From an optimization exercise on the open Yosys and OpenROAD flow, aimed at small area, a short achievable clock period and few clock cycles per item; shortcuts taken in it are not production practice.
Where RTL was checked, it was by simulation tests only, not by an equivalence proof against the original.
For runs 3 to 5, only the layout was checked, not whether the RTL still works.

[flow/flow/run.sh]
#!/bin/bash
set -euo pipefail
bash standard.sh SETUP_SLACK_MARGIN=5.4 finish > standard_flow.log 2>&1
[flow/standard.sh]
#!/bin/bash
# synth_recipe.tcl (not shown) runs the flow's synth.tcl, then flattens the netlist and writes it again
# the make line also repeats each setting of config.mk as NAME=value (left out here)
make -C /OpenROAD-flow-scripts/flow DESIGN_CONFIG=/design/flow/config.mk WORK_HOME=/design/flow/orfs CLKGATE_MAP_FILE= SYNTH_SCRIPT=/design/flow/synth_recipe.tcl "${@:-finish}"
[flow/config.mk]
export PLATFORM = sky130hd
export DESIGN_NAME = fft_dit_top
export DESIGN_NICKNAME = fft_dit_top
export VERILOG_FILES = /design/flow/design.v
export SDC_FILE = /design/flow/constraint.sdc
export NUM_CORES = 4
export LEC_CHECK = 0
export ABC_CLOCK_PERIOD_IN_PS = 3500
export CAP_MARGIN = 20
export CORE_MARGIN = 2
export CORE_UTILIZATION = 40
export CTS_BUF_LIST = sky130_fd_sc_hd__clkbuf_4
export CTS_CLUSTER_SIZE = 12
export SETUP_SLACK_MARGIN = 5
export SLEW_MARGIN = 20
export TNS_END_PERCENT = 20
[flow/constraint.sdc]
create_clock -name core_clock -period 9.0 [get_ports {clk}]
set_input_delay 1.8000 -clock core_clock [delete_from_list [all_inputs] [get_ports {clk}]]
set_output_delay 1.8000 -clock core_clock [all_outputs]
set_load 0.01 [all_outputs]
[flow/design.v]
`timescale 1ns/1ps
module tw_rows (
   input  logic [1:0]  n,
   input  logic [15:0] b,
   input  logic [8:0]  su,
   input  logic [8:0]  df,
   output logic [8:0]  hp, lp,
   output logic        cfp,       
   output logic [1:0]  ccp,       
   output logic [8:0]  hq, lq,
   output logic        cfq
);
   logic [15:0] br, bi, s9, d9;
   logic [15:0] r1, r2, r3, r4, r5, q1, q2, q3, q4, q5;
   logic [15:0] pc, qc;
   assign br = {{8{b[7]}},  b[7:0]};
   assign bi = {{8{b[15]}}, b[15:8]};
   assign s9 = {{7{su[8]}}, su};
   assign d9 = {{7{df[8]}}, df};
   always_comb begin
      case (n)
         2'd0: begin
            r1 = br << 6; r2 = '0; r3 = '0; r4 = '0; r5 = '0; pc = '0;
            q1 = bi << 6; q2 = '0; q3 = '0; q4 = '0; q5 = '0; qc = '0;
         end
         2'd1: begin
            r1 = br << 6; r2 = ~br << 2; r3 = ~br; r4 = bi << 4; r5 = bi << 3;
            pc = 16'd5;
            q1 = bi << 6; q2 = ~bi << 2; q3 = ~bi; q4 = ~br << 4; q5 = ~br << 3;
            qc = 16'd29;
         end
         2'd2: begin
            r1 = s9 << 5; r2 = s9 << 3; r3 = s9 << 2; r4 = s9; r5 = '0; pc = '0;
            q1 = d9 << 5; q2 = d9 << 3; q3 = d9 << 2; q4 = d9; q5 = '0; qc = '0;
         end
         default: begin
            r1 = bi << 6; r2 = ~bi << 2; r3 = ~bi; r4 = br << 4; r5 = br << 3;
            pc = 16'd5;
            q1 = ~br << 6; q2 = br << 2; q3 = br; q4 = bi << 4; q5 = bi << 3;
            qc = 16'd64;
         end
      endcase
   end
   logic [15:0] sp, cp, sq, cq;
   tw_tree u_tp (.x1(r1), .x2(r2), .x3(r3), .x4(r4), .x5(r5), .k(pc), .s(sp), .c(cp));
   tw_tree u_tq (.x1(q1), .x2(q2), .x3(q3), .x4(q4), .x5(q5), .k(qc), .s(sq), .c(cq));
   logic [6:0] lop, loq;
   logic [7:0] lcp;
   assign lop = {1'b0, sp[5:0]} + {1'b0, cp[5:0]};
   assign lcp = {2'b0, sp[5:0]} + {2'b0, cp[5:0]} + 8'd63;
   assign loq = {1'b0, sq[5:0]} + {1'b0, cq[5:0]};
   assign hp  = sp[14:6];
   assign lp  = cp[14:6];
   assign cfp = lop[6];
   assign ccp = lcp[7:6];
   assign hq  = sq[14:6];
   assign lq  = cq[14:6];
   assign cfq = loq[6];
endmodule
module tw_tree (
   input  logic [15:0] x1, x2, x3, x4, x5, k,
   output logic [15:0] s,
   output logic [15:0] c
);
   logic [15:0] s1, c1, s2, c2, s3, c3;
   csa16 u1 (.x(x1), .y(x2), .z(x3), .s(s1), .c(c1));
   csa16 u2 (.x(x4), .y(x5), .z(k),  .s(s2), .c(c2));
   csa16 u3 (.x(s1), .y(c1), .z(s2), .s(s3), .c(c3));
   csa16 u4 (.x(s3), .y(c3), .z(c2), .s(s),  .c(c));
endmodule
module add_hlc (
   input  logic [7:0] a,
   input  logic       neg,
   input  logic [8:0] h,
   input  logic [8:0] l,
   input  logic [1:0] c,
   output logic [7:0] y
);
   logic [8:0] z;
   logic [1:0] k;
   assign k = neg ? (2'd2 - c) : c;
   assign z = {a[7], a} + (h ^ {9{neg}}) + (l ^ {9{neg}}) + {7'd0, k};
   assign y = z[8:1];
endmodule
`timescale 1ns/1ps
module bf_w0 (
   input  logic [15:0] a,
   input  logic [15:0] b,
   output logic [15:0] s,
   output logic [15:0] d
);
   logic [8:0] sr, si, dr, di;
   assign sr = {a[7],  a[7:0]}  + {b[7],  b[7:0]};
   assign si = {a[15], a[15:8]} + {b[15], b[15:8]};
   assign dr = {a[7],  a[7:0]}  - {b[7],  b[7:0]};
   assign di = {a[15], a[15:8]} - {b[15], b[15:8]};
   assign s  = {si[8:1], sr[8:1]};
   assign d  = {di[8:1], dr[8:1]};
endmodule
module bf_w4 (
   input  logic [15:0] a,
   input  logic [15:0] b,
   output logic [15:0] s,
   output logic [15:0] d
);
   logic [8:0] sr, si, dr, di;
   assign sr = {a[7],  a[7:0]}  + {b[15], b[15:8]};
   assign si = {a[15], a[15:8]} - {b[7],  b[7:0]};
   assign dr = {a[7],  a[7:0]}  - {b[15], b[15:8]};
   assign di = {a[15], a[15:8]} + {b[7],  b[7:0]};
   assign s  = {si[8:1], sr[8:1]};
   assign d  = {di[8:1], dr[8:1]};
endmodule
module csa16 (
   input  logic [15:0] x,
   input  logic [15:0] y,
   input  logic [15:0] z,
   output logic [15:0] s,
   output logic [15:0] c
);
   assign s = x ^ y ^ z;
   assign c = {((x[14:0] & y[14:0]) | (x[14:0] & z[14:0]) | (y[14:0] & z[14:0])), 1'b0};
endmodule
module cs_scale (
   input  logic [15:0] s,
   input  logic [15:0] c,
   output logic [8:0]  h,
   output logic [8:0]  l,
   output logic        cy
);
   logic [6:0] lo;
   assign lo = {1'b0, s[5:0]} + {1'b0, c[5:0]};
   assign h  = s[14:6];
   assign l  = c[14:6];
   assign cy = lo[6];
endmodule
module mul_w2_cs (
   input  logic [9:0]  xp,
   input  logic [9:0]  xq,
   output logic [8:0]  ph_re, pl_re,
   output logic        pc_re,
   output logic [8:0]  ph_im, pl_im,
   output logic        pc_im
);
   logic [15:0] sp, cp, sq, cq;
   mul45 u_p (.x({{6{xp[9]}}, xp}), .s(sp), .c(cp));
   mul45 u_q (.x({{6{xq[9]}}, xq}), .s(sq), .c(cq));
   cs_scale u_sp (.s(sp), .c(cp), .h(ph_re), .l(pl_re), .cy(pc_re));
   cs_scale u_sq (.s(sq), .c(cq), .h(ph_im), .l(pl_im), .cy(pc_im));
endmodule
module mul45 (
   input  logic [15:0] x,
   output logic [15:0] s,
   output logic [15:0] c
);
   logic [15:0] s1, c1;
   csa16 u1 (.x(x << 5), .y(x << 3), .z(x << 2), .s(s1), .c(c1));
   csa16 u2 (.x(s1),     .y(c1),     .z(x),      .s(s),  .c(c));
endmodule
module bf_w04 (
   input  logic        rot,
   input  logic [15:0] a,
   input  logic [15:0] b,
   output logic [15:0] s,
   output logic [15:0] d
);
   logic [8:0] ar, ai, pr, pm, sr, si, dr, di;
   assign ar = {a[7],  a[7:0]};
   assign ai = {a[15], a[15:8]};
   assign pr = rot ? {b[15], b[15:8]} : {b[7], b[7:0]};
   assign pm = rot ? ~{b[7], b[7:0]} : {b[15], b[15:8]};
   assign sr = ar + pr;
   assign si = ai + pm + {8'd0, rot};
   assign dr = ar - pr;
   assign di = ai - pm - {8'd0, rot};
   assign s  = {si[8:1], sr[8:1]};
   assign d  = {di[8:1], dr[8:1]};
endmodule
`timescale 1ns/1ps
module fft_dit_top (
   input  logic        clk,
   input  logic        rst_n,
   input  logic [15:0] in_x,
   input  logic        in_nd,
   output logic [15:0] out_x,
   output logic        out_nd,
   output logic        overflow
);
   logic [3:0]  wcnt;        
   logic [15:0] d8 [8];
   logic [15:0] d4 [4];
   logic [15:0] d4x;         
   logic [15:0] c1s, c1d;
   bf_w0 u_bf0 (.a(d8[7]), .b(in_x), .s(c1s), .d(c1d));
   always_ff @(posedge clk) begin
      if (in_nd) begin
         d8[0] <= wcnt[3] ? c1d : in_x;
         for (int n = 1; n < 8; n++) d8[n] <= d8[n-1];
         d4[0] <= c1s;
         for (int n = 1; n < 4; n++) d4[n] <= d4[n-1];
      end
   end
   logic [15:0] c1s_q, c1d_q;
   logic        v;
   logic [3:0]  cnt;
   always_ff @(posedge clk) begin
      c1s_q <= c1s;
      c1d_q <= c1d;
      d4x   <= d4[3];
      cnt   <= wcnt;
   end
   always_ff @(posedge clk or negedge rst_n) begin
      if (!rst_n) begin
         v    <= 1'b0;
         wcnt <= '0;
      end else begin
         v <= in_nd;
         if (in_nd) wcnt <= wcnt + 4'd1;
      end
   end
   logic [15:0] g_in [4];
   bf_w0 u_bf1a (.a(d4x), .b(c1s_q), .s(g_in[0]), .d(g_in[2]));
   bf_w4 u_bf1b (.a(d8[4]), .b(c1d_q), .s(g_in[1]), .d(g_in[3]));
   logic [9:0]  xp_in [2], xq_in [2];
   always_comb begin
      xp_in[0] = {{2{g_in[1][7]}},  g_in[1][7:0]}  + {{2{g_in[1][15]}}, g_in[1][15:8]};
      xq_in[0] = {{2{g_in[1][15]}}, g_in[1][15:8]} - {{2{g_in[1][7]}},  g_in[1][7:0]};
      xp_in[1] = {{2{g_in[3][15]}}, g_in[3][15:8]} - {{2{g_in[3][7]}},  g_in[3][7:0]};
      xq_in[1] = 10'd0 - {{2{g_in[3][7]}}, g_in[3][7:0]} - {{2{g_in[3][15]}}, g_in[3][15:8]};
   end
   logic [15:0] y_q [4];
   logic [9:0]  xp_q [2], xq_q [2];
   logic        yv;
   logic [1:0]  yj;
   always_ff @(posedge clk) begin
      y_q[0]  <= g_in[0];
      y_q[3]  <= g_in[3];
      xp_q[0] <= xp_in[0];
      xq_q[0] <= xq_in[0];
      if (v & cnt[3] & cnt[2]) begin
         y_q[2]  <= g_in[2];
         xp_q[1] <= xp_in[1];
         xq_q[1] <= xq_in[1];
      end
      yj <= cnt[1:0];
   end
   always_ff @(posedge clk or negedge rst_n) begin
      if (!rst_n) yv <= 1'b0;
      else        yv <= v & cnt[3] & cnt[2];
   end
   logic [15:0] ya [4];
   logic [15:0] yb [4];
   logic [15:0] da [4];
   logic [15:0] db [4];
   logic [9:0]  xp2h, xq2h;  
   logic        st;          
   logic        c2;          
   logic        y01;         
   logic        u1, u2;      
   logic        se, sh, sg;
   always_ff @(posedge clk) begin
      if (c2) begin
         xp2h <= xp_q[1];
         xq2h <= xq_q[1];
      end
   end
   always_ff @(posedge clk or negedge rst_n) begin
      if (!rst_n) begin
         st  <= 1'b0;
         c2  <= 1'b0;
         y01 <= 1'b0;
         u1  <= 1'b0;
         u2  <= 1'b0;
         se  <= 1'b0;
         sh  <= 1'b0;
         sg  <= 1'b0;
      end else begin
         st  <= v & (cnt == 4'd15);
         c2  <= v & (cnt == 4'd14);
         y01 <= v & (cnt[3:1] == 3'b110);
         u1  <= st;
         u2  <= u1;
         se  <= (v & (cnt[3:1] == 3'b111)) | st | u1;
         sh  <= (v & (cnt == 4'd15)) | u1;
         sg  <= st | u1;
      end
   end
   logic        e02, h02, g02;    
   logic [15:0] a02, b02, s02, d02;
   assign e02 = se;
   assign h02 = sh;
   assign g02 = sg;
   assign a02 = g02 ? (h02 ? yb[2] : ya[2]) : (h02 ? yb[0] : ya[0]);
   assign b02 = g02 ? (h02 ? y_q[2] : db[2]) : y_q[0];
   bf_w04 u_bf02 (.rot(g02), .a(a02), .b(b02), .s(s02), .d(d02));
   logic        e13p, h13p, g13p;
   assign e13p = se;
   assign h13p = sh;
   assign g13p = sg;
   logic [9:0]  xp13, xq13;
   assign xp13 = g13p ? (h13p ? xp_q[1] : xp2h) : xp_q[0];
   assign xq13 = g13p ? (h13p ? xq_q[1] : xq2h) : xq_q[0];
   logic [8:0]  ph_re, pl_re, ph_im, pl_im;
   logic        pc_re, pc_im;
   mul_w2_cs u_m13 (.xp(xp13), .xq(xq13),
      .ph_re(ph_re), .pl_re(pl_re), .pc_re(pc_re),
      .ph_im(ph_im), .pl_im(pl_im), .pc_im(pc_im));
   logic [8:0]  qh_re, ql_re, qh_im, ql_im;
   logic        qc_re, qc_im;
   logic        e13, h13, g13;    
   always_ff @(posedge clk) begin
      qh_re <= ph_re; ql_re <= pl_re; qc_re <= pc_re;
      qh_im <= ph_im; ql_im <= pl_im; qc_im <= pc_im;
      h13   <= h13p;
      g13   <= g13p;
   end
   always_ff @(posedge clk or negedge rst_n) begin
      if (!rst_n) e13 <= 1'b0;
      else        e13 <= e13p;
   end
   logic [15:0] a13, s13, d13;
   assign a13 = g13 ? (h13 ? yb[3] : ya[3]) : (h13 ? yb[1] : ya[1]);
   logic [8:0] sr13, si13, dr13, di13;
   assign sr13 = {a13[7],  a13[7:0]}  + qh_re + ql_re + qc_re;
   assign si13 = {a13[15], a13[15:8]} + qh_im + ql_im + qc_im;
   assign dr13 = {a13[7],  a13[7:0]}  - qh_re - ql_re - qc_re;
   assign di13 = {a13[15], a13[15:8]} - qh_im - ql_im - qc_im;
   assign s13 = {si13[8:1], sr13[8:1]};
   assign d13 = {di13[8:1], dr13[8:1]};
   always_ff @(posedge clk) begin
      if (y01) begin
         for (int k = 0; k < 4; k += 2) begin
            if (!yj[0]) ya[k] <= y_q[k];
            else        yb[k] <= y_q[k];
         end
         if (!yj[0]) ya[3] <= y_q[3];
         else        yb[3] <= y_q[3];
      end
      if (v & (cnt == 4'd12)) ya[1] <= g_in[1];
      if (v & (cnt == 4'd13)) yb[1] <= g_in[1];
      if (c2) db[2] <= y_q[2];
      if (e02) begin
         if (!h02) begin
            ya[{g02, 1'b0}] <= s02;
            da[{g02, 1'b0}] <= d02;
         end else begin
            yb[{g02, 1'b0}] <= s02;
            db[{g02, 1'b0}] <= d02;
         end
      end
      if (e13) begin
         if (!h13) begin
            ya[{g13, 1'b1}] <= s13;
            da[{g13, 1'b1}] <= d13;
         end else begin
            yb[{g13, 1'b1}] <= s13;
            db[{g13, 1'b1}] <= d13;
         end
      end
   end
   logic        r_act;
   logic [3:0]  r_m;         
   logic [3:0]  m_r;
   logic        r_v;
   logic [15:0] sb;
   logic [15:0] b_q;
   logic [8:0]  su_q, df_q;
   logic [3:0]  m_q;         
   logic        m_v;
   logic [15:0] sa;
   assign r_v = u1 | r_act;
   assign m_r = r_m;
   assign sb = m_r[2] ? db[m_r[1:0]] : yb[m_r[1:0]];
   always_ff @(posedge clk) begin
      b_q  <= sb;
      su_q <= {sb[7], sb[7:0]} + {sb[15], sb[15:8]};
      df_q <= {sb[15], sb[15:8]} - {sb[7], sb[7:0]};
      m_q  <= m_r;
   end
   always_ff @(posedge clk or negedge rst_n) begin
      if (!rst_n) begin
         r_act <= 1'b0;
         r_m   <= '0;
         m_v   <= 1'b0;
      end else begin
         m_v <= r_v;
         if (r_v) r_m <= r_m + 4'd1;
         if (u1) r_act <= 1'b1;
         else if (&r_m) r_act <= 1'b0;
      end
   end
   assign sa = m_q[2] ? da[m_q[1:0]] : ya[m_q[1:0]];
   logic [8:0]  thp, tlp, thq, tlq;
   logic        tcfp, tcfq;
   logic [1:0]  tccp;
   tw_rows u_tw (.n(m_q[1:0]), .b(b_q), .su(su_q), .df(df_q),
                 .hp(thp), .lp(tlp), .cfp(tcfp), .ccp(tccp),
                 .hq(thq), .lq(tlq), .cfq(tcfq));
   logic [15:0] a_q;
   logic [8:0]  hp_q, lp_q, hq_q, lq_q;
   logic        cfp_q, cfq_q;
   logic [1:0]  ccp_q;
   logic [1:0]  n_q;           
   logic        a_v;
   logic        al;
   always_ff @(posedge clk) begin
      a_q   <= sa;
      hp_q  <= thp; lp_q <= tlp; cfp_q <= tcfp; ccp_q <= tccp;
      hq_q  <= thq; lq_q <= tlq; cfq_q <= tcfq;
      n_q   <= m_q[3:2];
      al    <= &m_q;
   end
   logic [7:0] o_re, o_im;
   add_hlc u_ore (.a(a_q[7:0]), .neg(n_q[1]),
                  .h(n_q[0] ? hq_q : hp_q), .l(n_q[0] ? lq_q : lp_q),
                  .c(n_q[0] ? {1'b0, cfq_q} : {1'b0, cfp_q}), .y(o_re));
   add_hlc u_oim (.a(a_q[15:8]), .neg(n_q[1] ^ n_q[0]),
                  .h(n_q[0] ? hp_q : hq_q), .l(n_q[0] ? lp_q : lq_q),
                  .c(n_q[0] ? ccp_q : {1'b0, cfq_q}), .y(o_im));
   logic ol;
   always_ff @(posedge clk) begin
      out_x <= {o_im, o_re};
      ol    <= al;
   end
   always_ff @(posedge clk or negedge rst_n) begin
      if (!rst_n) begin
         a_v    <= 1'b0;
         out_nd <= 1'b0;
      end else begin
         a_v    <= m_v;
         out_nd <= a_v;
      end
   end
   logic [1:0] ost;
   logic       f_in, f_out;
   assign f_in  = v & (cnt == 4'd0);
   assign f_out = out_nd & ol;
   always_ff @(posedge clk or negedge rst_n) begin
      if (!rst_n) begin
         ost      <= '0;
         overflow <= 1'b0;
      end else begin
         ost <= ost + {1'b0, f_in} - {1'b0, f_out};
         if (f_in && ost == 2'd2 && !f_out) overflow <= 1'b1;
      end
   end
endmodule
==> summary.md, run 1 <==
| Metric | Value |
|---|---|
| Period utilization | 41.0% |
| HP Class | reg -> reg |
| Worst Path Buf+Inv | 1 |
| Most frequent cells in the layout | edfxtp_1 (500), inv_1 (344), ha_1 (313) |
| WL/cell | 19.9 um |
| Sequential cell area fraction in the yosys report | 49.2% |
| Routed wire length | 103,000 um |
| Worst-path clk slew | 0.07 ns |
| Critical Path Fanout Max | 1 |
| RSZ-0062 raised after global routing | yes |
| # DRC | 0 |
| Status | finished clean |
| Ys async rst share | 3.10% |
| Setup crit end kind | output port |
| Post-DRT Antenna Nets | 0 |
| # nets final | 4,129 |
| Total global-route track usage | 19.5% |
| Layout cell share with drive strength beyond 1 | 18.0% |
| Initial DRC Count | 1,584 |
| Hold path depth | 0 |
| CTS max path bufs | 3 |
| Worst path cell trace | clkdlybuf4s50_1 |
| Num CTS Buffers | 198 |
| Initial Utilization | 40.4% |
| CP top delay family | buffers and inverters |
| Clock latency at the later pin of the worst-skew pair | 1.14 ns |
| Port buffer count | 36 |
| Cell with the largest stage delay on the worst path | clkdlybuf4s50_1 |
| Yosys warns | 17 |
| Cell Area, Synth | 0.0419 mm2 |
| Sum Neg Setup Slack | 0 ns |
| Full die area | 0.107 mm2 |
| Slowest stage delay, CP | 0.53 ns |
| Yosys cell types | 81 |
| Commonest non-fill, non-tap cell in the layout | edfxtp_1 |
| Setup violators final | 0 |
| Htree depth | 4 |
| GRT overflow | 0 |
| Core Box Area | 0.104 mm2 |
| Final Util | 45.9% |
| WHS | 0.328 ns |
| Crit. path cell count | 1 |
| Fmax | 271 MHz |
| First-pass GRT wire length | 158,000 um |
| Synth Instances | 3,445 |
| CP Launch Type | flop |
| # Max-Cap Violations | 0 |
| Via/cell ratio | 5.12 |
| Syn avg cell area | 12.2 um2 |
| Final Hold Viols | 0 |
| Layout Skew | 0.0970 ns |
| Drt pass-1 iters | 5 |
| Path depth of the worst reg2reg path | 13 |
| FILL cells | 9,556 |
| # IOs | 37 |
| Minimum clock period | 3.69 ns |
| CTS Sinks | 774 |
| Rel. slew slack | 26.4% |
| Syn_nets | 3,946 |
| Post-synth EDFFs | 500 |
| Rows | 118 |
| Die Wd | 328 um |
| Vias | 26,500 |
| Seq cells post-synth | 774 |
| GP Congestion | 0.892 |
| Largest net degree at the start of global routing | 124 |
| Critical path type | reg -> out |
| CTS tree | done |
| Arrival @ worst endpoint | 1.89 ns |
| Area growth, synth to finish | 13.6% |
| Initial antenna violation count | 4 |
| Final slew viol count | 0 |
| Worst Path Required | 7.20 ns |
| Ys flop type | edfxtp_1 |
| Slew @ Worst Pin | 1.10 ns |
| Die height | 328 um |
| R2r setup slk | 5.32 ns |
| Clk root buf | clkbuf_4 |
| Number of global-route vias before repair | 27,100 |
| Detail Placement HPWL | 75,600 um |
## metrics by stage
stage          std cells  cell area (um2)  worst slack, ns
2_1_floorplan       3445            42000             5.30
3_3_place_gp        4755            43700             4.69
3_5_place_dp        4755            43700             4.68
4_1_cts             5150            47000             5.15
5_1_grt             5179            47600             5.15
6_report            5181            47600             5.31
## registers in the layout, summed over array words and instances (netlist names), 16 cells and up
| signal | count |
|---|---|
| d4 | 64 |
| xp_q | 17 |
| xq_q | 18 |
| da | 64 |
| out_x | 16 |
| a_q | 16 |
| b_q | 16 |
| db | 64 |
| y_q | 48 |
| d8 | 128 |
| yb | 64 |
| c1s_q | 16 |
| ya | 64 |
| c1d_q | 16 |
| d4x | 16 |
## area by class of cell
cell class	count	area [um2]	area share [%]
repair buffers	115	1230	2.59
clock buffers	293	2200	4.62
diodes	11	27.5	0.0578
clock inverters	69	388	0.815
inverters	357	1350	2.84
multi-input cells	2181	20000	42.1
repair inverters	1	5.00	0.0105
flip-flops and latches	774	20600	43.4
well taps	1380	1730	3.63
## cells by family after synthesis
logic type | Yosys count | share of synthesized area [%]
flops | 774 | 49.2
fa+ha+maj | 485 | 17.3
buf+inv | 490 | 4.45
simple gates | 614 | 6.76
compound gates | 632 | 9.15
mux | 229 | 8.49
xor+xnor | 221 | 4.64
## Yosys cell counts, drive strengths merged, types with 6 or more instances
library cell    n  area, um2
a211oi          8       65.1
a21boi          8       60.1
a21o           61        458
a21oi         161        813
a31o            6       52.6
a31oi          18        113
and2            9       56.3
and3           20        125
buf            34        153
clkbuf         99        372
dfrtp          24        601
dfxtp         250       5000
edfxtp        500      15000
fa            159       3180
ha            323       4040
inv           356       1340
mux2           50        563
mux2i          83        831
mux4           96       2160
nand2         237        890
nand2b         29        181
nand3          27        135
nor2          164        616
nor2b          40        250
nor3           30        150
nor3b           8       60.1
o211ai         10       75.1
o21a           14        105
o21ai         236       1180
o21bai         42        315
o31ai          14        105
o41ai           9       78.8
or2             9       56.3
or4             7       52.6
xnor2         167       1470
xor2           54        473
## repair_timing
action                                  CTS  global route
hold buffers                              0             0
endpoints found under the setup margin  196           105
resized for setup                        86            78
cloned                                    7             0
pin swaps                                19            25
setup buffers                            26            20
## path summary, 6_finish.rpt
check	start	endpoint
worst min register to register	d4[3][8]	d4x[8]
worst max-delay path	out_x[9]	out_x[9]
worst min-delay path	d4[3][8]	d4x[8]
min in group asynchronous	rst_n	wcnt[0]
max in group asynchronous	rst_n	sg
worst max register to register	g13	db[3][7]
## per-layer routing
metal  global-route usage [%]  routed length (um)  share of wire (%)
met5                        0                   0                  0
met2                     33.1               50100                 49
met4                     8.97                4320                4.2
met3                     3.79                5740                5.6
met1                     24.0               43000                 42
Testbench counts, summed over its fixed seeds: cycles 7,040, frames 384.
==> run 2: changes to the inputs <==
==> flow/flow/run.sh (replaced) <==
#!/bin/bash
set -euo pipefail
bash standard.sh SETUP_SLACK_MARGIN=5.65 finish > standard_flow.log 2>&1
==> run 2 against run 1 <==
Effect of this change:
- critical path depth grew 10
- cell count grew 0.98%
- sequential share of layout area shrank 1.0 points
- first-iteration DRC count grew 11%
- clock skew grew 0.0032 ns
- register-to-register slack gained 0.11 ns
- global-route usage grew 0.23 points
- cell area grew 2.5%
- area after synthesis is the same
- critical path type is now reg -> reg
- largest cell class unchanged
- highest routed layer is now met5
==> summary.md, run 2 <==
| Metric | Value |
|---|---|
| HP Class | reg -> reg |
| Clock latency at the later pin of the worst-skew pair | 1.06 ns (-0.08 ns) |
| Worst Path Required | 9.75 ns (+2.55 ns) |
| # IOs | 37 (unchanged) |
| Most frequent cells in the layout | edfxtp_1 (500), inv_1 (342), clkbuf_4 (317) |
| Arrival @ worst endpoint | 4.32 ns (+2.43 ns) |
| Core Box Area | 0.104 mm2 (unchanged) |
| Minimum clock period | 3.57 ns (-0.118 ns) |
| Area growth, synth to finish | 16.4% |
| Worst-path clk slew | 0.07 ns (about the same) |
| Slowest stage delay, CP | 0.58 ns (+0.05 ns) |
| Post-synth EDFFs | 500 (unchanged) |
| GP Congestion | 0.903 (+1.3%) |
| WHS | 0.314 ns (-0.0139 ns) |
| Cell Area, Synth | 0.0419 mm2 (unchanged) |
| Worst Path Buf+Inv | 0 (-1) |
| Yosys cell types | 81 (unchanged) |
| Setup crit end kind | flop |
| Busiest grt layer | met2 |
| CTS max path bufs | 3 (unchanged) |
| Port buffer count | 36 (unchanged) |
| Register bank with the most flops | d8 |
| Global-route met2 utilization | 34.2% (+1.1 points) |
| Share of the synthesized area in the top cell type | 35.8% (unchanged) |
| Non-Filler Instances | 5,232 (+0.98%) |
| Total global-route track usage | 19.7% (+0.23 points) |
| # nets final | 4,183 (+1.3%) |
| FILL cells | 9,451 (-1.1%) |
| Slew @ Worst Pin | 1.15 ns (+0.0516 ns) |
| WL/cell | 20.1 um (+1.2%) |
| Sum Neg Setup Slack | 0 ns (unchanged) |
| Commonest non-fill, non-tap cell in the layout | edfxtp_1 |
| Worst path cell trace | mux4_2, fa_1, ha_4, a21oi_4, fa_2, nor2b_2, o21ai_2, a21boi_2, o21a_1, o41a_1, xnor2_4 |
| # Max-Cap Violations | 0 (unchanged) |
| Final slew viol count | 0 (unchanged) |
| Fmax | 280 MHz (+3.3%) |
| Layout cell share with drive strength beyond 1 | 21.6% (+3.7 points) |
| Htree depth | 4 (unchanged) |
| Vias | 26,900 (+1.4%) |
| Syn avg cell area | 12.2 um2 (unchanged) |
| Max FFs per register | 128 (unchanged) |
| Via/cell ratio | 5.14 (+0.46%) |
| CP Launch Type | flop |
| CTS tree | done |
| Largest net degree at the start of global routing | 159 (+28%) |
| Yosys warns | 17 (unchanged) |
| GRT overflow | 0 (unchanged) |
| # DRC | 0 (unchanged) |
| Die height | 328 um (unchanged) |
| Num CTS Buffers | 199 (+0.51%) |
| Routed wire length | 105,000 um (+2.2%) |
| Critical path type | reg -> reg |
| Commonest cells post-synth | edfxtp_1 (500), inv_1 (353), ha_1 (323) |
| Cell with the largest stage delay on the worst path | fa_1 |
| Rows | 118 (unchanged) |
| GR Layer Usage met1 | 24.7% (+0.63 points) |
| Syn_nets | 3,946 (unchanged) |
| Met3 usage | 3.22% (-0.57 points) |
| Initial DRC Count | 1,756 (+11%) |
| Ys flop type | edfxtp_1 |
| Post-DRT Antenna Nets | 0 (unchanged) |
| Full die area | 0.107 mm2 (unchanged) |
| Drt pass-1 iters | 6 (+1) |
| CP top delay family | adder cells |
| Status | finished clean |
| Critical Path Fanout Max | 4 (+3) |
| Largest cells by area after synthesis | edfxtp_1 (36%), dfxtp_1 (12%), ha_1 (9.6%) |
| Seq cells post-synth | 774 (unchanged) |
| Ys async rst share | 3.10% (unchanged) |
| Rel. slew slack | 23.0% (-3.4 points) |
| Die Wd | 328 um (unchanged) |
| Number of global-route vias before repair | 27,300 (+0.67%) |
| Period utilization | 39.7% (-1.3 points) |
| Final Hold Viols | 0 (unchanged) |
| Sequential cell area fraction in the yosys report | 49.2% (unchanged) |
| RSZ-0062 raised after global routing | yes |
| CTS Sinks | 774 (unchanged) |
| Setup violators final | 0 (unchanged) |
| Count leader, synth | edfxtp_1 |
| Clk root buf | clkbuf_4 |
| Initial Utilization | 40.4% (unchanged) |
| Layout Skew | 0.100 ns (+0.00323 ns) |
| Area leader, netlist | edfxtp_1 |
| Final Util | 47.1% (+1.1 points) |
| Initial antenna violation count | 5 (+1) |
| Synth Instances | 3,445 (unchanged) |
| Detail Placement HPWL | 75,900 um (+0.44%) |
| First-pass GRT wire length | 160,000 um (+1.6%) |
| Placed cell count | 4,757 (+0.042%) |
-- run 2: cell counts after synthesis --
No cell type changed its count.
-- run 2: per-stage QoR --
stage | setup slack [ns] | cell area [um2]
after floorplan | 5.43 | 42200
after global placement | 4.80 | 43800
after detailed placement | 4.72 | 43800
after CTS | 5.40 | 47800
after global routing | 5.33 | 48800
final | 5.43 | 48800
-- run 2: cells by family (layout without fill, tap and decap cells) --
family	count (synthesis)	count (layout)	share of synthesized area, %
buffers and inverters	490	893	4.45
XOR/XNOR	221	221	4.64
AND/OR/NAND/NOR	614	614	6.76
other	0	4	0
flip-flops	774	774	49.2
adder cells (fa/ha/maj)	485	485	17.3
AO/OA/AOI/OAI	632	632	9.15
multiplexers	229	229	8.49
-- run 2: layout make-up --
class | instances | area, um2 | share of cell area, %
Timing Repair inverter | 1 | 5.00 | 0.0103
Timing Repair Buffer | 168 | 1730 | 3.54
Antenna cell | 4 | 10.0 | 0.0205
Tap cell | 1380 | 1730 | 3.54
Sequential cell | 774 | 20600 | 42.3
Clock inverter | 50 | 362 | 0.741
Multi-Input combinational cell | 2181 | 20600 | 42.1
Inverter | 357 | 1360 | 2.79
Clock buffer | 317 | 2380 | 4.88
-- run 2: final timing paths --
path | to | cells past startpoint | start | slack [ns]
max in group asynchronous | ost[1] | 2 | rst_n | 7.49
worst max-delay path | da[3][7] | 11 | yb[3][1] | 5.43
worst min-delay path | n_q[1] | 0 | m_q[3] | 0.31
worst max register to register | da[3][7] | 11 | yb[3][1] | 5.43
worst min register to register | n_q[1] | 0 | m_q[3] | 0.31
min in group asynchronous | e13 | 2 | rst_n | 1.15
-- run 2: repair_timing --
| action | in CTS | in global routing |
|---|---|---|
| endpoints found under the setup margin | 300 | 158 |
| resized for setup | 148 | 123 |
| pin swaps | 24 | 51 |
| buffers inserted | 55 | 41 |
| gates cloned | 8 | 0 |
| hold buffers | 0 | 0 |
-- run 2: metal layers --
layer	vias to the layer above	share of wire (%)
met5	-	0.012
met4	2	2.9
met3	172	5.5
met2	831	50
met1	13200	42
li1	12700	-
==> run 3: changes to the inputs <==
--- a/flow/design.v
+++ b/flow/design.v
@@ -46,12 +46,15 @@
    tw_tree u_tq (.x1(q1), .x2(q2), .x3(q3), .x4(q4), .x5(q5), .k(qc), .s(sq), .c(cq));
    logic [6:0] lop, loq;
-   logic [7:0] lcp;
+   logic [5:0] zx, zo;
+   logic       nz;
    assign lop = {1'b0, sp[5:0]} + {1'b0, cp[5:0]};
-   assign lcp = {2'b0, sp[5:0]} + {2'b0, cp[5:0]} + 8'd63;
    assign loq = {1'b0, sq[5:0]} + {1'b0, cq[5:0]};
+   assign zx  = sp[5:0] ^ cp[5:0];
+   assign zo  = {sp[4:0] | cp[4:0], 1'b0};
+   assign nz  = (zx != zo);
    assign hp  = sp[14:6];
    assign lp  = cp[14:6];
    assign cfp = lop[6];
-   assign ccp = lcp[7:6];
+   assign ccp = {lop[6] & nz, lop[6] ^ nz};
    assign hq  = sq[14:6];
    assign lq  = cq[14:6];
==> flow/flow/run.sh (replaced) <==
#!/bin/bash
set -euo pipefail
bash standard.sh SETUP_SLACK_MARGIN=5.5 finish > standard_flow.log 2>&1
--- a/flow/config.mk
+++ b/flow/config.mk
@@ -10,7 +10,4 @@
 export CORE_MARGIN = 2
 export CORE_UTILIZATION = 40
-export CTS_BUF_LIST = sky130_fd_sc_hd__clkbuf_4
-export CTS_CLUSTER_SIZE = 12
 export SETUP_SLACK_MARGIN = 5
 export SLEW_MARGIN = 20
-export TNS_END_PERCENT = 20
==> run 3 against run 2 <==
Effect of this change:
- largest cell class unchanged
- non-clock buffer count up 7
- critical path type unchanged
- maximum frequency down 0.23%
- register-to-register slack barely moved
==> summary.md, run 3 <==
| Metric | Value |
|---|---|
| Largest cells by area after synthesis | edfxtp_1 (36%), dfxtp_1 (12%), ha_1 (9.7%) |
| CTS tree | done |
| Yosys cell types | 69 (-15%) |
| Setup violators final | 0 (unchanged) |
| # DRC | 0 (unchanged) |
| Port buffer count | 36 (unchanged) |
| Most frequent cells in the layout | edfxtp_1 (500), inv_1 (343), ha_1 (304) |
| Slew @ Worst Pin | 1.07 ns (-0.0799 ns) |
| Arrival @ worst endpoint | 3.98 ns (-0.34 ns) |
| Number of global-route vias before repair | 26,700 (-2.3%) |
| Non-Filler Instances | 5,106 (-2.4%) |
| Initial Utilization | 40.2% (-0.24 points) |
| Final Hold Viols | 0 (unchanged) |
| GRT overflow | 0 (unchanged) |
| Clock latency at the later pin of the worst-skew pair | 0.65 ns (-0.41 ns) |
| Largest net degree at the start of global routing | 110 (-31%) |
| Layout cell share with drive strength beyond 1 | 15.8% (-5.8 points) |
| Clk root buf | clkbuf_16 |
| FF/Latch Area | 0.0207 mm2 (about the same) |
| CTS max path bufs | 3 (unchanged) |
| Critical path type | reg -> reg |
| Period utilization | 39.8% (+0.092 points) |
| Sum Neg Setup Slack | 0 ns (unchanged) |
| HP Class | reg -> reg |
| Worst Path Required | 9.40 ns (-0.35 ns) |
| Vias | 26,500 (-1.4%) |
| WL/cell | 20.5 um (+1.9%) |
| Area leader, netlist | edfxtp_1 |
| Via/cell ratio | 5.20 (+1.1%) |
| Htree depth | 3 (-1) |
| Multi-input logic area | 0.0206 mm2 (about the same) |
| Routed wire length | 105,000 um (-0.54%) |
| Total global-route track usage | 19.2% (-0.51 points) |
| Minimum clock period | 3.58 ns (+0.00832 ns) |
| Die Wd | 329 um (+0.27%) |
| Initial antenna violation count | 3 (-2) |
| Setup crit end kind | flop |
| Commonest non-fill, non-tap cell in the layout | edfxtp_1 |
| Critical Path Fanout Max | 5 (+1) |
| Detail Placement HPWL | 76,400 um (+0.60%) |
| Commonest cells post-synth | edfxtp_1 (500), inv_1 (355), ha_1 (325) |
| # nets final | 4,146 (-0.88%) |
| Full die area | 0.108 mm2 (+0.54%) |
| Status | finished clean |
| Num CTS Buffers | 83 (-58%) |
| Cell Area, Synth | 0.0421 mm2 (+0.54%) |
| Seq cells post-synth | 774 (unchanged) |
| # IOs | 37 (unchanged) |
| # Max-Cap Violations | 0 (unchanged) |
| Layout Skew | 0.0368 ns (-0.0634 ns) |
| Register bank with the most flops | d8 |
| Syn_nets | 4,005 (+1.5%) |
| RSZ-0062 raised after global routing | yes |
| GP Congestion | 0.930 (+2.9%) |
| Fmax | 279 MHz (-0.23%) |
| First-pass GRT wire length | 157,000 um (-1.7%) |
| CTS Sinks | 774 (unchanged) |
| Max FFs per register | 128 (unchanged) |
| Post-synth EDFFs | 500 (unchanged) |
| Ys flop type | edfxtp_1 |
| Drt pass-1 iters | 6 (unchanged) |
| Placed cell count | 4,841 (+1.8%) |
| Initial DRC Count | 1,760 (+0.23%) |
| Synth Instances | 3,503 (+1.7%) |
| Area growth, synth to finish | 16.2% |
| Worst-path clk slew | 0.06 ns (about the same) |
| Post-DRT Antenna Nets | 0 (unchanged) |
| Count leader, synth | edfxtp_1 |
| R2r setup slk | 5.42 ns (about the same) |
| Rel. slew slack | 28.3% (+5.2 points) |
| ANT cells | 0 (-4) |
| Core Box Area | 0.105 mm2 (+1.1%) |
| Rows | 119 (+0.85%) |
| Syn avg cell area | 12.0 um2 (-1.1%) |
| Sequential cell area fraction in the yosys report | 48.9% (-0.27 points) |
| Ys async rst share | 3.10% (unchanged) |
| Share of the synthesized area in the top cell type | 35.6% (-0.19 points) |
| Final slew viol count | 0 (unchanged) |
| FILL cells | 9,472 (+0.22%) |
| Yosys warns | 17 (unchanged) |
| Die height | 329 um (+0.27%) |
| CP Launch Type | flop |
run 3: cell families (layout without fill, tap and decap cells):
kind of cell               Yosys count  after routing  share of synthesized area (%)
AOI/OAI and AO/OA                  656            656                           9.56
xor gates and xnor gates           227            227                           4.72
adders and majority gates          485            485                           17.2
buffers and inverters              480            692                           4.34
DFF                                774            774                           48.9
muxes                              220            220                           8.23
and+or+nand+nor                    661            661                           7.02
run 3: routing by layer:
layer	routed length, um	track usage, %	up-vias
met3	4830	2.44	170
met4	3900	6.98	0
met2	52500	34.0	674
met1	43600	24.1	13100
li1	-	-	12600
met5	0	0	-
run 3: final cells by class:
cell class                 count  share of cell area [%]
clock buffer                 115                    4.85
clock inverter                41                   0.928
inverter                     361                    2.81
multi-input combinational   2249                    42.0
sequential                   774                    42.2
tap                         1391                    3.56
timing repair buffer         175                    3.65
run 3: through the flow:
stage / hold WS, ns / instance area, um2 / util [%] / setup WS (ns)
global placement: 0.322 / 44000 / 42.0 / 4.27
global route: 0.340 / 48900 / 46.7 / 5.29
detailed placement: 0.325 / 44000 / 42.0 / 4.25
floorplan: 0.310 / 42300 / - / 5.49
CTS: 0.337 / 48000 / 45.8 / 5.31
finish: 0.331 / 48900 / 46.7 / 5.42
run 3: critical path: stages, from the launching register on:
cell and delay, ns:
dfxtp_2 0.35, buf_12 0.12, mux4_2 0.56, fa_1 0.44, a22o_1 0.25, fa_2 0.35
a21o_1 0.17, a21oi_2 0.17, nor2b_1 0.06, o21a_1 0.19, o41a_1 0.37, xnor2_2 0.16
buf_6 0.14
run 3: repair_timing:
| item | CTS | global route |
|---|---|---|
| hold buffers | 0 | 0 |
| setup endpoints to repair | 248 | 117 |
| hold endpoints to repair | 0 | 0 |
| pin swaps | 44 | 73 |
| setup buffers | 54 | 46 |
| gates resized for setup | 118 | 115 |
| cloned | 3 | 5 |
run 3: path summary, 6_finish.rpt:
path                                  to  startpoint  depth (start not counted)
worst max-delay path            db[3][7]         h13                         12
worst min-delay path                  ol          al                          0
worst max register to register  db[3][7]         h13                         12
worst min register to register        ol          al                          0
max in group asynchronous             sh       rst_n                          1
min in group asynchronous        wcnt[3]       rst_n                          1
==> run 4: changes to the inputs <==
--- a/flow/design.v
+++ b/flow/design.v
@@ -46,15 +46,12 @@
    tw_tree u_tq (.x1(q1), .x2(q2), .x3(q3), .x4(q4), .x5(q5), .k(qc), .s(sq), .c(cq));
    logic [6:0] lop, loq;
-   logic [5:0] zx, zo;
-   logic       nz;
+   logic [7:0] lcp;
    assign lop = {1'b0, sp[5:0]} + {1'b0, cp[5:0]};
+   assign lcp = {2'b0, sp[5:0]} + {2'b0, cp[5:0]} + 8'd63;
    assign loq = {1'b0, sq[5:0]} + {1'b0, cq[5:0]};
-   assign zx  = sp[5:0] ^ cp[5:0];
-   assign zo  = {sp[4:0] | cp[4:0], 1'b0};
-   assign nz  = (zx != zo);
    assign hp  = sp[14:6];
    assign lp  = cp[14:6];
    assign cfp = lop[6];
-   assign ccp = {lop[6] & nz, lop[6] ^ nz};
+   assign ccp = lcp[7:6];
    assign hq  = sq[14:6];
    assign lq  = cq[14:6];
@@ -237,5 +234,4 @@
    logic [1:0]  yj;
    always_ff @(posedge clk) begin
-      y_q[0]  <= g_in[0];
       y_q[3]  <= g_in[3];
       xp_q[0] <= xp_in[0];
@@ -294,6 +290,13 @@
    assign h02 = sh;
    assign g02 = sg;
-   assign a02 = g02 ? (h02 ? yb[2] : ya[2]) : (h02 ? yb[0] : ya[0]);
-   assign b02 = g02 ? (h02 ? y_q[2] : db[2]) : y_q[0];
+   always_ff @(posedge clk) begin
+      if (v & (cnt == 4'd14))      a02 <= ya[0];
+      else if (v & (cnt == 4'd15)) a02 <= yb[0];
+      else if (st)                 a02 <= ya[2];
+      else                         a02 <= yb[2];
+      if (st)      b02 <= db[2];
+      else if (u1) b02 <= y_q[2];
+      else         b02 <= g_in[0];
+   end
    bf_w04 u_bf02 (.rot(g02), .a(a02), .b(b02), .s(s02), .d(d02));
    logic        e13p, h13p, g13p;
@@ -323,5 +326,5 @@
    end
    logic [15:0] a13, s13, d13;
-   assign a13 = g13 ? (h13 ? yb[3] : ya[3]) : (h13 ? yb[1] : ya[1]);
+   always_ff @(posedge clk) a13 <= g13p ? (h13p ? yb[3] : ya[3]) : (h13p ? yb[1] : ya[1]);
    logic [8:0] sr13, si13, dr13, di13;
    assign sr13 = {a13[7],  a13[7:0]}  + qh_re + ql_re + qc_re;
@@ -333,8 +336,8 @@
    always_ff @(posedge clk) begin
       if (y01) begin
-         for (int k = 0; k < 4; k += 2) begin
-            if (!yj[0]) ya[k] <= y_q[k];
-            else        yb[k] <= y_q[k];
-         end
+         if (!yj[0]) ya[0] <= b02;
+         else        yb[0] <= b02;
+         if (!yj[0]) ya[2] <= y_q[2];
+         else        yb[2] <= y_q[2];
          if (!yj[0]) ya[3] <= y_q[3];
          else        yb[3] <= y_q[3];
--- a/flow/config.mk
+++ b/flow/config.mk
@@ -12,2 +12,3 @@
 export SETUP_SLACK_MARGIN = 5
 export SLEW_MARGIN = 20
+export TNS_END_PERCENT = 20
==> run 4 against run 3 <==
Effect of this change:
- non-clock buffer count down 51
- flip-flop and latch count grew 32
- highest routed layer unchanged
- sequential share of layout area grew 1.1 points
==> summary.md, run 4 <==
| Metric | Value |
|---|---|
| Hold Crit Endpoint | d4x[7] |
| Ys flop type | edfxtp_1 |
| GP Congestion | 0.901 (-3.1%) |
| HP Class | reg -> reg |
| Yosys cell types | 86 (+25%) |
| Worst Path Required | 9.55 ns (+0.15 ns) |
| CP Launch Type | flop |
| R2r startpoint | m_q[1] |
| Path depth of the worst reg2reg path | 15 (+3) |
| Dpl ws | 4.46 ns (+0.214 ns) |
| Largest cells by area after synthesis | edfxtp_1 (35%), dfxtp_1 (13%), ha_1 (9.4%) |
| Period utilization | 39.8% (about the same) |
| Yosys warns | 17 (unchanged) |
| Clock latency at the later pin of the worst-skew pair | 0.68 ns (+0.03 ns) |
| Share of the synthesized area in the top cell type | 34.8% (-0.79 points) |
| Area growth, synth to finish | 14.2% |
| Syn_nets | 4,149 (+3.6%) |
| Die height | 332 um (+1.1%) |
| # Max-Cap Violations | 0 (unchanged) |
| # DRC | 0 (unchanged) |
| Clk root buf | clkbuf_16 |
| Routed wire length | 108,000 um (+2.6%) |
| Status | finished clean |
| Largest net degree at the start of global routing | 80 (-27%) |
| Seq cells post-synth | 806 (+4.1%) |
| Critical Path Fanout Max | 10 (+5) |
| Layout cell share with drive strength beyond 1 | 12.7% (-3.1 points) |
| Die Wd | 332 um (+1.1%) |
| Via/cell ratio | 5.22 (+0.49%) |
| Final slew viol count | 0 (unchanged) |
| Layout Skew | 0.0346 ns (-0.00218 ns) |
| Count leader, synth | edfxtp_1 |
| Max FFs per register | 128 (unchanged) |
| Htree depth | 3 (unchanged) |
| Post-cts hold buffer count | 0 (unchanged) |
| Arrival @ worst endpoint | 4.13 ns (+0.15 ns) |
| Ys async rst share | 2.98% (-0.12 points) |
| Full die area | 0.110 mm2 (+2.2%) |
| Hold path depth | 0 (unchanged) |
| Most frequent cells in the layout | edfxtp_1 (500), inv_1 (356), ha_1 (310) |
| Syn avg cell area | 11.8 um2 (-1.8%) |
| Final Hold Viols | 0 (unchanged) |
| Final worst setup slack | 5.42 ns (-0.000510 ns) |
| WL/cell | 20.7 um (+0.85%) |
| RSZ-0062 raised after global routing | yes |
| CTS max path bufs | 3 (unchanged) |
| Area leader, netlist | edfxtp_1 |
| Cell Area, Synth | 0.0431 mm2 (+2.3%) |
| Rows | 120 (+0.84%) |
| Sequential cell area fraction in the yosys report | 49.3% (+0.41 points) |
| Vias | 27,100 (+2.3%) |
| Commonest non-fill, non-tap cell in the layout | edfxtp_1 |
| Rel. slew slack | 23.5% (-4.8 points) |
| Initial DRC Count | 1,992 (+13%) |
| Slew @ Worst Pin | 1.15 ns (+0.0736 ns) |
| Min-delay src | d4[3][7] |
| Commonest cells post-synth | edfxtp_1 (500), inv_1 (365), ha_1 (323) |
| Register bank with the most flops | d8 |
| ANT cells | 0 (unchanged) |
| Post-synth EDFFs | 500 (unchanged) |
| Core Box Area | 0.107 mm2 (+2.0%) |
| Total global-route track usage | 19.3% (+0.078 points) |
| # IOs | 37 (unchanged) |
| Minimum clock period | 3.58 ns (+0.000510 ns) |
| CTS Sinks | 806 (+4.1%) |
| R2r setup slk | 5.42 ns (about the same) |
| CTS tree | done |
| Num CTS Buffers | 87 (+4.8%) |
| # nets final | 4,220 (+1.8%) |
| Setup crit end kind | flop |
| Post-DRT Antenna Nets | 0 (unchanged) |
| Worst-path clk slew | 0.06 ns (about the same) |
| Initial Utilization | 40.3% (+0.11 points) |
| Synth Instances | 3,648 (+4.1%) |
| Sum Neg Setup Slack | 0 ns (unchanged) |
| Initial antenna violation count | 0 (-3) |
| Detail Placement HPWL | 79,000 um (+3.4%) |
| GRT overflow | 0 (unchanged) |
| Reg2reg end | ccp_q[0] |
| WHS | 0.322 ns (-0.00838 ns) |
| Drt pass-1 iters | 6 (unchanged) |
| Number of global-route vias before repair | 26,900 (+0.91%) |
| Setup violators final | 0 (unchanged) |
| Fmax | 279 MHz (about the same) |
| Critical path type | reg -> reg |
| Port buffer count | 36 (unchanged) |
| First-pass GRT wire length | 163,000 um (+3.4%) |
run 4: cell count changes in the layout (fill, tap and decap cells not counted), sizes merged, moves of 17 or more:
cell and change:
a21o -29, o21ai +20, mux4 -17, dfxtp +32
nand2 +21, buf -50, a21oi +32, xor2 -23
run 4: kinds of logic after synthesis:
logic type | Yosys count | synth area share [%]
AO/OA/AOI/OAI | 683 | 9.67
XOR/XNOR | 211 | 4.29
adder cells (fa/ha/maj) | 484 | 16.8
buffers and inverters | 510 | 4.55
flip-flops | 806 | 49.3
multiplexers | 213 | 7.39
AND/OR/NAND/NOR | 741 | 7.93
run 4: what timing repair did:
item / CTS / global route
buffers inserted: 21 / 33
pin swaps: 9 / 27
gates resized for setup: 52 / 82
endpoints found under the hold margin: 0 / 0
cloned: 4 / 1
setup endpoints to repair: 79 / 82
run 4: worst max path at each step:
stage / start / endpoint / slack (ns) / cells after the start
floorplan: m_q[0] / ccp_q[0] / 5.44 / 16
global placement: m_q[1] / ccp_q[0] / 4.47 / 14
detailed placement: m_q[1] / ccp_q[0] / 4.46 / 14
CTS: d8[4][0] / xq_q[1][8] / 5.35 / 15
global route: m_q[1] / ccp_q[0] / 5.29 / 17
finish: m_q[1] / ccp_q[0] / 5.42 / 15
run 4: worst max-delay path, cell delays in order (launching register included):
cell and delay [ns]:
dfxtp_4 0.37, buf_6 0.13, buf_16 0.13, o21ai_4 0.16, a21oi_2 0.06, or2_4 0.24, ha_4 0.27, fa_1 0.42
fa_1 0.54, inv_2 0.05, fa_2 0.39, nor2b_4 0.15, a22o_1 0.23, a21oi_2 0.13, nor2_2 0.06, xnor2_1 0.12
run 4: layout make-up:
class | instances | area, um2
fillers | 9698 | 57700
flip-flops and latches | 806 | 21300
multi-input cells | 2332 | 20300
clock buffers | 113 | 2410
well taps | 1403 | 1760
inverters | 368 | 1400
repair buffers | 124 | 1290
clock inverters | 51 | 713
run 4: metal layers:
metal,global-route usage (%),wire [um],vias to the layer above
li1,-,-,12900
met1,24.9,45800,13300
met2,33.2,52300,796
met3,2.81,5490,192
met4,6.63,3940,0
met5,0,0,-
run 4: metrics by stage:
| step | cells | instance area [um2] | utilization (%) |
|---|---|---|---|
| after CTS | 5163 | 48600 | 45.4 |
| after global placement | 4974 | 44900 | 42.0 |
| after detailed placement | 4974 | 44900 | 42.0 |
| final | 5197 | 49200 | 46.0 |
| after global routing | 5197 | 49200 | 46.0 |
| after floorplan | 3648 | 43100 | - |
==> run 5: changes to the inputs <==
--- a/flow/design.v
+++ b/flow/design.v
@@ -234,9 +234,10 @@
    logic [1:0]  yj;
    always_ff @(posedge clk) begin
+      y_q[0]  <= g_in[0];
       y_q[3]  <= g_in[3];
       xp_q[0] <= xp_in[0];
       xq_q[0] <= xq_in[0];
+      y_q[2]  <= g_in[2];
       if (v & cnt[3] & cnt[2]) begin
-         y_q[2]  <= g_in[2];
          xp_q[1] <= xp_in[1];
          xq_q[1] <= xq_in[1];
@@ -256,5 +257,5 @@
    logic        c2;          
    logic        y01;         
-   logic        u1, u2;      
+   logic        u1;          
    logic        se, sh, sg;
    always_ff @(posedge clk) begin
@@ -270,5 +271,4 @@
          y01 <= 1'b0;
          u1  <= 1'b0;
-         u2  <= 1'b0;
          se  <= 1'b0;
          sh  <= 1'b0;
@@ -279,5 +279,4 @@
          y01 <= v & (cnt[3:1] == 3'b110);
          u1  <= st;
-         u2  <= u1;
          se  <= (v & (cnt[3:1] == 3'b111)) | st | u1;
          sh  <= (v & (cnt == 4'd15)) | u1;
@@ -285,26 +284,12 @@
       end
    end
-   logic        e02, h02, g02;    
-   logic [15:0] a02, b02, s02, d02;
-   assign e02 = se;
-   assign h02 = sh;
-   assign g02 = sg;
-   always_ff @(posedge clk) begin
-      if (v & (cnt == 4'd14))      a02 <= ya[0];
-      else if (v & (cnt == 4'd15)) a02 <= yb[0];
-      else if (st)                 a02 <= ya[2];
-      else                         a02 <= yb[2];
-      if (st)      b02 <= db[2];
-      else if (u1) b02 <= y_q[2];
-      else         b02 <= g_in[0];
-   end
-   bf_w04 u_bf02 (.rot(g02), .a(a02), .b(b02), .s(s02), .d(d02));
-   logic        e13p, h13p, g13p;
-   assign e13p = se;
-   assign h13p = sh;
-   assign g13p = sg;
+   logic [15:0] a0, a2, s0u, d0u, s2u, d2u;
+   assign a0 = st ? yb[0] : ya[0];
+   assign a2 = st ? yb[2] : ya[2];
+   bf_w0 u_bf2g0 (.a(a0), .b(y_q[0]), .s(s0u), .d(d0u));
+   bf_w4 u_bf2g2 (.a(a2), .b(y_q[2]), .s(s2u), .d(d2u));
    logic [9:0]  xp13, xq13;
-   assign xp13 = g13p ? (h13p ? xp_q[1] : xp2h) : xp_q[0];
-   assign xq13 = g13p ? (h13p ? xq_q[1] : xq2h) : xq_q[0];
+   assign xp13 = sg ? (sh ? xp_q[1] : xp2h) : xp_q[0];
+   assign xq13 = sg ? (sh ? xq_q[1] : xq2h) : xq_q[0];
    logic [8:0]  ph_re, pl_re, ph_im, pl_im;
    logic        pc_re, pc_im;
@@ -318,13 +303,13 @@
       qh_re <= ph_re; ql_re <= pl_re; qc_re <= pc_re;
       qh_im <= ph_im; ql_im <= pl_im; qc_im <= pc_im;
-      h13   <= h13p;
-      g13   <= g13p;
+      h13   <= sh;
+      g13   <= sg;
    end
    always_ff @(posedge clk or negedge rst_n) begin
       if (!rst_n) e13 <= 1'b0;
-      else        e13 <= e13p;
+      else        e13 <= se;
    end
    logic [15:0] a13, s13, d13;
-   always_ff @(posedge clk) a13 <= g13p ? (h13p ? yb[3] : ya[3]) : (h13p ? yb[1] : ya[1]);
+   assign a13 = g13 ? (h13 ? yb[3] : ya[3]) : (h13 ? yb[1] : ya[1]);
    logic [8:0] sr13, si13, dr13, di13;
    assign sr13 = {a13[7],  a13[7:0]}  + qh_re + ql_re + qc_re;
@@ -336,22 +321,19 @@
    always_ff @(posedge clk) begin
       if (y01) begin
-         if (!yj[0]) ya[0] <= b02;
-         else        yb[0] <= b02;
-         if (!yj[0]) ya[2] <= y_q[2];
-         else        yb[2] <= y_q[2];
-         if (!yj[0]) ya[3] <= y_q[3];
-         else        yb[3] <= y_q[3];
+         if (!yj[0]) begin
+            ya[0] <= y_q[0]; ya[2] <= y_q[2]; ya[3] <= y_q[3];
+         end else begin
+            yb[0] <= y_q[0]; yb[2] <= y_q[2]; yb[3] <= y_q[3];
+         end
       end
       if (v & (cnt == 4'd12)) ya[1] <= g_in[1];
       if (v & (cnt == 4'd13)) yb[1] <= g_in[1];
-      if (c2) db[2] <= y_q[2];
-      if (e02) begin
-         if (!h02) begin
-            ya[{g02, 1'b0}] <= s02;
-            da[{g02, 1'b0}] <= d02;
-         end else begin
-            yb[{g02, 1'b0}] <= s02;
-            db[{g02, 1'b0}] <= d02;
-         end
+      if (c2) begin
+         ya[0] <= s0u; da[0] <= d0u;
+         ya[2] <= s2u; da[2] <= d2u;
+      end
+      if (st) begin
+         yb[0] <= s0u; db[0] <= d0u;
+         yb[2] <= s2u; db[2] <= d2u;
       end
       if (e13) begin
@@ -375,11 +357,13 @@
    logic        m_v;
    logic [15:0] sa;
-   assign r_v = u1 | r_act;
+   assign r_v = st | r_act;
    assign m_r = r_m;
-   assign sb = m_r[2] ? db[m_r[1:0]] : yb[m_r[1:0]];
+   logic [15:0] sg3;
+   assign sg3 = m_r[2] ? db[m_r[1:0]] : yb[m_r[1:0]];
+   assign sb  = st ? s0u : ((m_r[3:2] == 2'd0) & m_r[0]) ? s13 : sg3;
    always_ff @(posedge clk) begin
       b_q  <= sb;
-      su_q <= {sb[7], sb[7:0]} + {sb[15], sb[15:8]};
-      df_q <= {sb[15], sb[15:8]} - {sb[7], sb[7:0]};
+      su_q <= {sg3[7], sg3[7:0]} + {sg3[15], sg3[15:8]};
+      df_q <= {sg3[15], sg3[15:8]} - {sg3[7], sg3[7:0]};
       m_q  <= m_r;
    end
@@ -392,5 +376,5 @@
          m_v <= r_v;
          if (r_v) r_m <= r_m + 4'd1;
-         if (u1) r_act <= 1'b1;
+         if (st) r_act <= 1'b1;
          else if (&r_m) r_act <= 1'b0;
       end
--- a/flow/config.mk
+++ b/flow/config.mk
@@ -10,4 +10,6 @@
 export CORE_MARGIN = 2
 export CORE_UTILIZATION = 40
+export CTS_BUF_LIST = sky130_fd_sc_hd__clkbuf_4
+export CTS_CLUSTER_SIZE = 12
 export SETUP_SLACK_MARGIN = 5
 export SLEW_MARGIN = 20
==> run 5 against run 4 <==
Effect of this change:
- via count grew 1.8%
- die area shrank 1.2%
- first-iteration DRC count grew 5.8%
- critical endpoint is now da[3][7]
==> summary.md, run 5 <==
| Metric | Value |
|---|---|
| Fmax | 276 MHz (-1.2%) |
| WL/cell | 20.3 um (-1.8%) |
| Share of the synthesized area in the top cell type | 34.2% (-0.69 points) |
| Worst Path Required | 9.80 ns (+0.25 ns) |
| Largest cells by area after synthesis | edfxtp_1 (34%), dfxtp_1 (13%), ha_1 (10%) |
| # nets final | 4,307 (+2.1%) |
| RSZ-0062 raised after global routing | yes |
| Critical path type | reg -> reg |
| Clock latency at the later pin of the worst-skew pair | 1.12 ns (+0.44 ns) |
| Setup violators final | 0 (unchanged) |
| CP top delay family | adder cells |
| Post-synth EDFFs | 484 (-3.2%) |
| Register bank with the most flops | d8 |
| Xor and xnor area share after synthesis | 5.04% (+0.75 points) |
| Layout cell share with drive strength beyond 1 | 19.2% (+6.5 points) |
| Combinational family with the most area after synthesis | adder cells |
| Count leader, synth | edfxtp_1 |
| Multi-input logic area | 0.0208 mm2 (+2.2%) |
| Minimum clock period | 3.62 ns (+0.0447 ns) |
| CTS tree | done |
| Syn avg cell area | 11.9 um2 (+1.0%) |
| Drt pass-1 iters | 18 (+12) |
| Initial Utilization | 40.4% (+0.065 points) |
| Compound-Gate Fraction of Synth Area | 9.47% (-0.20 points) |
| Port buffer count | 36 (unchanged) |
| Initial DRC Count | 2,107 (+5.8%) |
| Number of global-route vias before repair | 27,800 (+3.5%) |
| Sequential cell area fraction in the yosys report | 48.1% (-1.3 points) |
| Initial antenna violation count | 4 (+4) |
| Setup crit end kind | flop |
| First-pass GRT wire length | 163,000 um (+0.14%) |
| Non-Filler Instances | 5,352 (+3.0%) |
| Routed wire length | 109,000 um (+1.1%) |
| Placed cell count | 4,880 (-1.9%) |
| Slowest stage delay, CP | 0.57 ns (+0.03 ns) |
| Seq cells post-synth | 774 (-4.0%) |
| Synth Instances | 3,567 (-2.2%) |
| # DRC | 0 (unchanged) |
| Core Box Area | 0.105 mm2 (-1.4%) |
| Dpl cell area | 0.0443 mm2 (-1.2%) |
| Cell with the largest stage delay on the worst path | mux4_2 |
| Synth Area in Simple Gates | 6.97% (-0.95 points) |
| Commonest cells post-synth | edfxtp_1 (484), inv_1 (375), ha_1 (345) |
| Vias | 27,600 (+1.8%) |
| Die height | 330 um (-0.61%) |
| Worst path cell trace | mux4_2, fa_1, ha_1, a21oi_2, fa_2, nor2b_1, o21ai_1, a21boi_1, o21a_1, o41a_1, xnor2_2 |
| Ys flop type | edfxtp_1 |
| Slew @ Worst Pin | 1.06 ns (-0.0847 ns) |
| # Max-Cap Violations | 0 (unchanged) |
| CP Launch Type | flop |
| Post-cts hold buffer count | 0 (unchanged) |
| Post-route cell area | 0.0488 mm2 (-0.76%) |
| Most frequent cells in the layout | edfxtp_1 (484), inv_1 (368), ha_1 (328) |
| Total global-route track usage | 20.0% (+0.65 points) |
| Period utilization | 40.3% (+0.50 points) |
| Status | finished clean |
| FILL cells | 9,720 (+0.23%) |
| Arrival @ worst endpoint | 4.43 ns (+0.30 ns) |
| Worst-path clk slew | 0.08 ns (+0.02 ns) |
| Num CTS Buffers | 200 (+130%) |
| Area growth, synth to finish | 14.7% |
| # IOs | 37 (unchanged) |
| GP Congestion | 0.920 (+2.1%) |
| CTS max path bufs | 3 (unchanged) |
| Area leader, netlist | edfxtp_1 |
| Sum Neg Setup Slack | 0 ns (unchanged) |
| Largest net degree at the start of global routing | 70 (-13%) |
| Post-DRT Antenna Nets | 0 (unchanged) |
| Worst Path Buf+Inv | 0 (-3) |
| CTS Sinks | 774 (-4.0%) |
| Yosys warns | 17 (unchanged) |
| Final slew viol count | 0 (unchanged) |
| Dpl ws | 4.11 ns (-0.353 ns) |
| Htree depth | 4 (+1) |
| Die Wd | 330 um (-0.61%) |
| Layout Skew | 0.0990 ns (+0.0643 ns) |
| Rel. slew slack | 29.0% (+5.6 points) |
| Rows | 119 (-0.83%) |
| Via/cell ratio | 5.16 (-1.1%) |
| HP Class | reg -> reg |
| FF/Latch Area | 0.0205 mm2 (-3.7%) |
| Ys async rst share | 3.10% (+0.12 points) |
| Final worst setup slack | 5.38 ns (-0.0447 ns) |
| Full die area | 0.109 mm2 (-1.2%) |
| Commonest non-fill, non-tap cell in the layout | edfxtp_1 |
| Critical Path Fanout Max | 4 (-6) |
| Mux contribution to synthesized area | 7.86% (+0.46 points) |
| Cell Area, Synth | 0.0426 mm2 (-1.2%) |
| Max FFs per register | 128 (unchanged) |
| Adder-cell area share of the yosys netlist | 17.9% (+1.1 points) |
| Detail Placement HPWL | 79,300 um (+0.35%) |
| Syn_nets | 4,094 (-1.3%) |
| Clk root buf | clkbuf_4 |
| Final Hold Viols | 0 (unchanged) |
| GRT overflow | 0 (unchanged) |
| Yosys cell types | 78 (-9.3%) |
## run 5: cell types whose count changed after synthesis, moves of 22 or more
cell / before / now
ha_1: 323 / 345
mux2_2: 38 / 76
mux2i_1: 94 / 67
nand2_1: 269 / 164
nor2_1: 209 / 235
o21ai_0: 244 / 205
## run 5: final timing paths
kind	startpoint	slack, ns	cells past startpoint	endpoint
setup / recovery	yb[3][1]	5.38	11	da[3][7]
hold / removal	al	0.33	0	ol
setup reg to reg	yb[3][1]	5.38	11	da[3][7]
hold reg to reg	al	0.33	0	ol
max in group asynchronous	rst_n	7.56	2	r_m[1]
min in group asynchronous	rst_n	1.10	2	overflow
## run 5: cell type report
cell class	count	share of cell area [%]
multi-input cells	2276	42.6
flip-flops and latches	774	42.0
clock buffers	304	4.67
well taps	1391	3.56
repair buffers	149	3.27
inverters	377	2.98
clock inverters	69	0.884
diodes	10	0.0512
repair inverters	2	0.0333
## run 5: cell families after synthesis
family / after synthesis
compound gates: 664
xor+xnor: 245
fa+ha+maj: 511
buf+inv: 517
flops: 774
mux: 224
simple gates: 632
## run 5: what timing repair did
item	CTS	global route
endpoints found under the setup margin	196	132
endpoints found under the hold margin	0	0
buffers inserted	33	44
gates cloned	6	6
resized for setup	103	116
pin swaps	26	56
## run 5: metal layers
metal	track usage [%]	wire [um]	vias to the layer above
met5	0	0	-
met3	3.74	6640	212
li1	-	-	13000
met4	8.24	3750	0
met2	33.4	52600	917
met1	25.4	45900	13500
## run 5: per-stage QoR
step / hold WS [ns] / utilization (%)
2_1_floorplan: 0.310 / -
3_3_place_gp: 0.314 / 42.1
3_5_place_dp: 0.321 / 42.1
4_1_cts: 0.334 / 45.4
5_1_grt: 0.348 / 46.3
6_report: 0.332 / 46.3

## re-timing with driven ports
The flow's constraints put no driver on any port. The routed layouts listed below were extracted and timed again, unchanged, in two steps.
Step 1: set_driving_cell puts a clkbuf_16 on clk and a buf_2 on each other input, an assumption about the parent block.
Step 2, shift: input delay + t, output delay - t, t = (earliest + latest rising clock arrival at the registers) / 2. This alone moves slack from input paths to output paths.
a / b / c = ideal ports / drivers / drivers and shift; a / b = the first two.
run | shift t [ns] | setup WS [ns] | worst data-port slew with drivers (ns) | pins driven straight from the clock port
run 1 | 1.158 | 5.311 / 5.243 / 4.734 | 0.03 | 1
run 2 | 1.079 | 5.429 / 5.429 / 4.777 | 0.05 | 1
run 3 | 0.706 | 5.421 / 5.421 / 4.910 | 0.04 | 1
run 4 | 0.728 | 5.421 / 5.421 / 4.796 | 0.04 | 1
run 5 | 1.140 | 5.376 / 5.376 / 4.690 | 0.10 | 1
After both steps setup and hold are still met in every run listed. The setup slack of run 5, which loses most, moves by 0.000 ns with the drivers and by -0.686 ns with both steps.
